Background: an optimization exercise with open tools, aiming at small area. Do not read the settings as production practice.
In this exercise RTL edits were held to simulation tests only and were not proved equivalent to the original.
No activity file was given, so power comes from the tool's default toggle rates. The flow treats the clock pin as an ideal source, which a real chip does not have.

v6:
## well_renderer
module well_renderer #(
    parameter int BLOCK_SIZE   = 20,
    parameter int WELL_W       = 10,
    parameter int WELL_H       = 20,
    parameter int OFF_COL      = 100,
    parameter int OFF_ROW      = 10,
    parameter int FLASH_FRAMES = 4
) (
    input  logic                      clock,
    input  logic                      reset,
    input  logic [10:0]               col,
    input  logic [10:0]               row,
    input  logic                      frame_tick,
    input  logic                      wr_en,
    input  logic [$clog2(WELL_W)-1:0] wr_x,
    input  logic [$clog2(WELL_H)-1:0] wr_y,
    input  logic [2:0]                wr_code,
    input  logic                      board_clr,
    input  logic                      clear_req,
    input  logic [$clog2(WELL_H)-1:0] clear_row,
    output logic                      clear_busy,
    output logic                      clear_done,
    output logic [23:0]               color
);
Size: ~71 I/O pins.
==> flow/config.mk <==
export PLATFORM = sky130hd
export DESIGN_NAME = well_renderer
export DESIGN_NICKNAME = well_renderer
export VERILOG_FILES = /design/flow/design.v
export SDC_FILE = /design/flow/constraint.sdc
export NUM_CORES = 4
export LEC_CHECK = 0
export CAP_MARGIN = 0
export CORE_MARGIN = 2
export CORE_UTILIZATION = 60
export GPL_TIMING_DRIVEN = 0
export SLEW_MARGIN = 0
export SYNTH_HIERARCHICAL = 1
==> flow/constraint.sdc <==
create_clock -name core_clock -period 8.0 [get_ports {clock}]
set_input_delay 1.6000 -clock core_clock [delete_from_list [all_inputs] [get_ports {clock}]]
set_output_delay 1.6000 -clock core_clock [all_outputs]
set_load 0.01 [all_outputs]
standard.sh (not shown) runs the stock make flow with config.mk's settings and CLKGATE_MAP_FILE= SYNTH_SCRIPT=/design/flow/synth_recipe.tcl, a recipe that flattens the netlist after the stock synthesis.
==> flow/flow/run.sh <==
#!/bin/bash
# Layout flow: the standard ORFS flow (standard.sh, unchanged synthesis)
# with these changes to the layout steps:
#  - ports are buffered with the smallest buffer (buf_1) instead of the
#    default choice;
#  - clock tree: larger sink clusters and no dummy loads;
#  - after synthesis, combinational cells get their smallest drive strength
#    (flow/downsize.tcl, run at the end of the synth_odb step; its report is
#    in orfs/logs/.../1_synth.log).
# Each make step writes its own logs under orfs/logs; the make output itself
# goes to standard.log here.
set -euo pipefail
export BUFFER_PORTS_ARGS="-buffer_cell sky130_fd_sc_hd__buf_1"
export CTS_ARGS="-sink_clustering_enable -repair_clock_nets -sink_clustering_size 30 -sink_clustering_max_diameter 120 -dont_use_dummy_load"
export POST_SYNTH_TCL="$PWD/flow/downsize.tcl"
bash standard.sh > standard.log 2>&1
==> flow/flow/downsize.tcl <==
# Sourced at the end of ORFS's synth_odb step (POST_SYNTH_TCL): give every
# combinational cell the smallest-area drive strength of its family. ABC sizes
# cells up for its own assumed loads; the later repair steps (repair_design,
# repair_timing) size up again wherever the layout needs it.
set db [ord::get_db]
set block [ord::get_db_block]
set best [dict create]
foreach lib [$db getLibs] {
  foreach m [$lib getMasters] {
    set n [$m getName]
    if {![regexp {^(sky130_fd_sc_hd__[a-z0-9]+)_([0-9]+)$} $n -> base drive]} { continue }
    set a [expr {[$m getWidth] * [$m getHeight]}]
    if {![dict exists $best $base] || $a < [lindex [dict get $best $base] 0]} {
      dict set best $base [list $a $m]
    }
  }
}
set dont_use [split $::env(DONT_USE_CELLS)]
set n_swapped 0
foreach inst [$block getInsts] {
  set m [$inst getMaster]
  set n [$m getName]
  if {![regexp {^(sky130_fd_sc_hd__[a-z0-9]+)_([0-9]+)$} $n -> base drive]} { continue }
  if {[regexp {__(df|edf|sdf|sedf|dl|clk|conb|tap|fill|decap|diode|lpflow|probe)} $base]} { continue }
  if {![dict exists $best $base]} { continue }
  set nm [lindex [dict get $best $base] 1]
  if {$nm eq $m} { continue }
  if {[$nm getWidth] * [$nm getHeight] >= [$m getWidth] * [$m getHeight]} { continue }
  if {[lsearch -exact $dont_use [$nm getName]] >= 0} { continue }
  puts "downsize: [$inst getName] $n -> [$nm getName]"
  $inst swapMaster $nm
  incr n_swapped
}
puts "downsize: $n_swapped cells swapped"
Input-level comparison between v7 and v6:
Settings: a deleted GPL_TIMING_DRIVEN that had been 0.
==> results.txt <==
Between v7 and v6, the sequential share of layout area is higher for v7. Between v7 and v6, the count of flip-flops with a built-in enable after synthesis figures differ only marginally. The run with more setup slack is v7; v6 has less. v6 → v7: total power of the final layout flat; count of buffers not belonging to the clock network in the layout down 18.

* * *

well_renderer, a different RTL version from the one above (not shown whole).
Size: about 71 I/O pins, roughly 24000 sq um of cells after synthesis.
// well_renderer
module well_renderer #(
    parameter int BLOCK_SIZE   = 20,
    parameter int WELL_W       = 10,
    parameter int WELL_H       = 20,
    parameter int OFF_COL      = 100,
    parameter int OFF_ROW      = 10,
    parameter int FLASH_FRAMES = 4
) (
    input  logic                      clock,
    input  logic                      reset,
    input  logic [10:0]               col,
    input  logic [10:0]               row,
    input  logic                      frame_tick,
    input  logic                      wr_en,
    input  logic [$clog2(WELL_W)-1:0] wr_x,
    input  logic [$clog2(WELL_H)-1:0] wr_y,
    input  logic [2:0]                wr_code,
    input  logic                      board_clr,
    input  logic                      clear_req,
    input  logic [$clog2(WELL_H)-1:0] clear_row,
    output logic                      clear_busy,
    output logic                      clear_done,
    output logic [23:0]               color
);
Settings: LEC_CHECK=0, CAP_MARGIN=20, CORE_MARGIN=2, CORE_UTILIZATION=40, CTS_CLUSTER_DIAMETER=120, CTS_CLUSTER_SIZE=30, SLEW_MARGIN=20, SYNTH_HIERARCHICAL=1; clock period 8.0 ns.
==> flow/flow/run.sh <==
#!/bin/bash
# Layout flow: the standard ORFS flow (standard.sh, unchanged synthesis)
# with these changes to the layout steps:
#  - ports are buffered with the smallest buffer (buf_1) instead of the
#    default choice;
#  - clock tree: larger sink clusters and no dummy loads.
# Each make step writes its own logs under orfs/logs; the make output itself
# goes to standard.log here.
set -euo pipefail
export BUFFER_PORTS_ARGS="-buffer_cell sky130_fd_sc_hd__buf_1"
export CTS_ARGS="-sink_clustering_enable -repair_clock_nets -sink_clustering_size 30 -sink_clustering_max_diameter 120 -dont_use_dummy_load"
bash standard.sh > standard.log 2>&1
The first run completed with no timing, DRC or antenna violations.
Rerun with:
--- a/flow/flow/run.sh
+++ b/flow/flow/run.sh
@@ -6 +6,4 @@
-#  - clock tree: larger sink clusters and no dummy loads.
+#  - clock tree: larger sink clusters and no dummy loads;
+#  - after synthesis, combinational cells get their smallest drive strength
+#    (flow/downsize.tcl, run at the end of the synth_odb step; its report is
+#    in orfs/logs/.../1_synth.log).
@@ -11,0 +15 @@
+export POST_SYNTH_TCL="$PWD/flow/downsize.tcl"
==> flow/flow/downsize.tcl (new file) <==
# Sourced at the end of ORFS's synth_odb step (POST_SYNTH_TCL): give every
# combinational cell the smallest-area drive strength of its family. ABC sizes
# cells up for its own assumed loads; the later repair steps (repair_design,
# repair_timing) size up again wherever the layout needs it.
set db [ord::get_db]
set block [ord::get_db_block]
set best [dict create]
foreach lib [$db getLibs] {
  foreach m [$lib getMasters] {
    set n [$m getName]
    if {![regexp {^(sky130_fd_sc_hd__[a-z0-9]+)_([0-9]+)$} $n -> base drive]} { continue }
    set a [expr {[$m getWidth] * [$m getHeight]}]
    if {![dict exists $best $base] || $a < [lindex [dict get $best $base] 0]} {
      dict set best $base [list $a $m]
    }
  }
}
set dont_use [split $::env(DONT_USE_CELLS)]
set n_swapped 0
foreach inst [$block getInsts] {
  set m [$inst getMaster]
  set n [$m getName]
  if {![regexp {^(sky130_fd_sc_hd__[a-z0-9]+)_([0-9]+)$} $n -> base drive]} { continue }
  if {[regexp {__(df|edf|sdf|sedf|dl|clk|conb|tap|fill|decap|diode|lpflow|probe)} $base]} { continue }
  if {![dict exists $best $base]} { continue }
  set nm [lindex [dict get $best $base] 1]
  if {$nm eq $m} { continue }
  if {[$nm getWidth] * [$nm getHeight] >= [$m getWidth] * [$m getHeight]} { continue }
  if {[lsearch -exact $dont_use [$nm getName]] >= 0} { continue }
  puts "downsize: [$inst getName] $n -> [$nm getName]"
  $inst swapMaster $nm
  incr n_swapped
}
puts "downsize: $n_swapped cells swapped"
Settings changed: CAP_MARGIN 20 to 0, CORE_UTILIZATION 40 to 60, CTS_CLUSTER_DIAMETER 120 to unset, CTS_CLUSTER_SIZE 30 to unset, SLEW_MARGIN 20 to 0.
Effect: Clock skew increases by 11 ps; die area decreases by 33%; sequential share of layout area increases by 1.3 points; clock-buffer cell count is unchanged; synthesized area decreases by 0.93%.
Rerun with:
Settings changed: CAP_MARGIN 0 to 20, CORE_UTILIZATION 60 to 40, CTS_CLUSTER_DIAMETER set to 120, CTS_CLUSTER_SIZE set to 30, SLEW_MARGIN 0 to 20.
The new run produced a clean layout.
Synthesized area does not change.
Total power goes up slightly.
Worst hold slack gains 6.3 ps.
Via count goes up slightly.
Design area is higher slightly.
Count of clock-buffer cells in the layout does not change.
First-iteration DRC count goes down by roughly a tenth.
Final cell count grows by roughly a tenth.
Rerun with:
Settings changed: CORE_UTILIZATION 40 to 60, CTS_CLUSTER_DIAMETER 120 to unset, CTS_CLUSTER_SIZE 30 to unset.
Result: Die area shrinks by a quarter to a third. Maximum frequency grows by about a fifth. Count of clock-buffer cells in the layout is unchanged. Worst setup slack is better by 710 ps. Design area shrinks slightly. Wire length shrinks by roughly a tenth.
Rerun with:
--- a/flow/flow/run.sh
+++ b/flow/flow/run.sh
@@ -14 +14 @@
-export CTS_ARGS="-sink_clustering_enable -repair_clock_nets -sink_clustering_size 30 -sink_clustering_max_diameter 120 -dont_use_dummy_load"
+export CTS_ARGS="-sink_clustering_enable -repair_clock_nets -sink_clustering_size 32 -sink_clustering_max_diameter 80 -dont_use_dummy_load"
Settings changed: CAP_MARGIN 20 to 0, CORE_UTILIZATION 60 to 70, SLEW_MARGIN 20 to 0.
Result:
- maximum frequency increases by 3.9%
- final area hardly moves
- sequential share of layout area increases by 0.15 points

* * *

well_renderer again, from the RTL that the note above started with.
==> flow/config.mk <==
export PLATFORM = sky130hd
export DESIGN_NAME = well_renderer
export DESIGN_NICKNAME = well_renderer
export VERILOG_FILES = /design/flow/design.v
export SDC_FILE = /design/flow/constraint.sdc
export NUM_CORES = 4
export LEC_CHECK = 0
export CAP_MARGIN = 0
export CORE_MARGIN = 2
export CORE_UTILIZATION = 60
export GPL_ROUTABILITY_DRIVEN = 0
export SLEW_MARGIN = 0
export SYNTH_HIERARCHICAL = 1
==> flow/constraint.sdc <==
create_clock -name core_clock -period 8.0 [get_ports {clock}]
set_input_delay 1.6000 -clock core_clock [delete_from_list [all_inputs] [get_ports {clock}]]
set_output_delay 1.6000 -clock core_clock [all_outputs]
set_load 0.01 [all_outputs]
==> flow/flow/run.sh <==
#!/bin/bash
# Layout flow: the standard ORFS flow (standard.sh, unchanged synthesis)
# with these changes to the layout steps:
#  - ports are buffered with the smallest buffer (buf_1) instead of the
#    default choice;
#  - clock tree: larger sink clusters and no dummy loads;
#  - after synthesis, combinational cells get their smallest drive strength
#    (flow/downsize.tcl, run at the end of the synth_odb step; its report is
#    in orfs/logs/.../1_synth.log).
# Each make step writes its own logs under orfs/logs; the make output itself
# goes to standard.log here.
set -euo pipefail
export BUFFER_PORTS_ARGS="-buffer_cell sky130_fd_sc_hd__buf_1"
export CTS_ARGS="-sink_clustering_enable -repair_clock_nets -sink_clustering_size 30 -sink_clustering_max_diameter 120 -dont_use_dummy_load"
export POST_SYNTH_TCL="$PWD/flow/downsize.tcl"
bash standard.sh > standard.log 2>&1
==> flow/flow/downsize.tcl <==
# Sourced at the end of ORFS's synth_odb step (POST_SYNTH_TCL): give every
# combinational cell the smallest-area drive strength of its family. ABC sizes
# cells up for its own assumed loads; the later repair steps (repair_design,
# repair_timing) size up again wherever the layout needs it.
set db [ord::get_db]
set block [ord::get_db_block]
set best [dict create]
foreach lib [$db getLibs] {
  foreach m [$lib getMasters] {
    set n [$m getName]
    if {![regexp {^(sky130_fd_sc_hd__[a-z0-9]+)_([0-9]+)$} $n -> base drive]} { continue }
    set a [expr {[$m getWidth] * [$m getHeight]}]
    if {![dict exists $best $base] || $a < [lindex [dict get $best $base] 0]} {
      dict set best $base [list $a $m]
    }
  }
}
set dont_use [split $::env(DONT_USE_CELLS)]
set n_swapped 0
foreach inst [$block getInsts] {
  set m [$inst getMaster]
  set n [$m getName]
  if {![regexp {^(sky130_fd_sc_hd__[a-z0-9]+)_([0-9]+)$} $n -> base drive]} { continue }
  if {[regexp {__(df|edf|sdf|sedf|dl|clk|conb|tap|fill|decap|diode|lpflow|probe)} $base]} { continue }
  if {![dict exists $best $base]} { continue }
  set nm [lindex [dict get $best $base] 1]
  if {$nm eq $m} { continue }
  if {[$nm getWidth] * [$nm getHeight] >= [$m getWidth] * [$m getHeight]} { continue }
  if {[lsearch -exact $dont_use [$nm getName]] >= 0} { continue }
  puts "downsize: [$inst getName] $n -> [$nm getName]"
  $inst swapMaster $nm
  incr n_swapped
}
puts "downsize: $n_swapped cells swapped"
The starting point finished clean.
==> next run, changes <==
--- a/flow/flow/downsize.tcl
+++ b/flow/flow/downsize.tcl
@@ -1,5 +1 @@
-# Sourced at the end of ORFS's synth_odb step (POST_SYNTH_TCL): give every
-# combinational cell the smallest-area drive strength of its family. ABC sizes
-# cells up for its own assumed loads; the later repair steps (repair_design,
-# repair_timing) size up again wherever the layout needs it.
 set db [ord::get_db]
@@ -25,2 +21,10 @@
   if {![dict exists $best $base]} { continue }
+  set fanout 0
+  foreach it [$inst getITerms] {
+    if {![$it isOutputSignal]} { continue }
+    set net [$it getNet]
+    if {$net eq "NULL"} { continue }
+    incr fanout [expr {[llength [$net getITerms]] - 1 + [llength [$net getBTerms]]}]
+  }
+  if {$fanout > 4} { continue }
   set nm [lindex [dict get $best $base] 1]
--- a/flow/config.mk
+++ b/flow/config.mk
@@ -10,3 +10,2 @@
 export CORE_UTILIZATION = 60
-export GPL_ROUTABILITY_DRIVEN = 0
 export SLEW_MARGIN = 0
The new run finished with timing, DRC and antenna clean.
Clock power stays flat.
Routed wire length went down by about 2.4%.
Die area hardly moves.
Design area hardly moves.
Setup slack gets worse by 0.17 ns.
Core utilization is about the same.
==> next run, changes <==
==> flow/flow/run.sh (replaced) <==
#!/bin/bash
# Layout flow: the standard ORFS flow (standard.sh, unchanged synthesis)
# with these changes to the layout steps:
#  - ports are buffered with the smallest buffer (buf_1) instead of the
#    default choice;
#  - clock tree: larger sink clusters and no dummy loads.
# Each make step writes its own logs under orfs/logs; the make output itself
# goes to standard.log here.
set -euo pipefail
export BUFFER_PORTS_ARGS="-buffer_cell sky130_fd_sc_hd__buf_1"
export CTS_ARGS="-sink_clustering_enable -repair_clock_nets -sink_clustering_size 30 -sink_clustering_max_diameter 120 -dont_use_dummy_load"
bash standard.sh > standard.log 2>&1
--- a/flow/config.mk
+++ b/flow/config.mk
@@ -7,6 +7,6 @@
 export LEC_CHECK = 0
-export CAP_MARGIN = 0
+export CAP_MARGIN = 20
 export CORE_MARGIN = 2
 export CORE_UTILIZATION = 60
-export SLEW_MARGIN = 0
+export SLEW_MARGIN = 20
 export SYNTH_HIERARCHICAL = 1
removed: flow/flow/downsize.tcl
What happened: Global-route usage goes up by 1.2 points; setup slack is worse by 0.15 ns; area after synthesis goes up by 0.90%; clock power hardly moves; sequential cell count is unchanged; non-clock buffer count goes up by 5.

afterwards: timing with drivers on the ports:
No port has a modelled driver above. Below, the same layouts with a new extraction and two added sets of constraints. Step 1, drivers: a clkbuf_16 drives clock and a buf_2 each remaining input, both assumed. Step 2 moves the port delays by t, midway between the first and last clock arrival at a register: inputs arrive t later, outputs are due t later. That takes back most of the time a late clock gives input paths. a / b / c = ideal / step 1 / step 2; a / b = the first two.
| run | t, ns | slack for setup (ns) | hold WS [ns] |
|---|---|---|---|
| v6 | 0.609 | 3.868 / 3.882 / 3.273 | 0.480 / 0.480 / 0.480 |
| v7 | 0.612 | 3.877 / 3.893 / 3.282 | 0.495 / 0.495 / 0.495 |
| the first run of note 2 | 0.622 | 3.710 / 3.716 / 3.094 | 0.487 / 0.487 / 0.487 |
| the second run of note 2 | 0.625 | 4.030 / 4.044 / 3.420 | 0.490 / 0.490 / 0.490 |
| the third run of note 2 | 0.644 | 3.306 / 3.247 / 3.191 | 0.496 / 0.496 / 0.496 |
| the fourth run of note 2 | 0.621 | 4.013 / 4.030 / 3.409 | 0.489 / 0.489 / 0.489 |
| the fifth run of note 2 | 0.653 | 4.163 / 4.169 / 3.516 | 0.489 / 0.489 / 0.489 |
| the first run of note 3 | 0.621 | 4.141 / 4.150 / 3.529 | 0.485 / 0.485 / 0.485 |
| the second run of note 3 | 0.617 | 3.968 / 3.979 / 3.362 | 0.486 / 0.486 / 0.486 |
| the third run of note 3 | 0.620 | 3.818 / 3.825 / 3.205 | 0.486 / 0.486 / 0.486 |
After both steps every run listed still meets setup and hold. For the fifth run of note 2, which loses most, drivers alone change the setup slack by +0.006 ns; drivers and shift together by -0.647 ns.
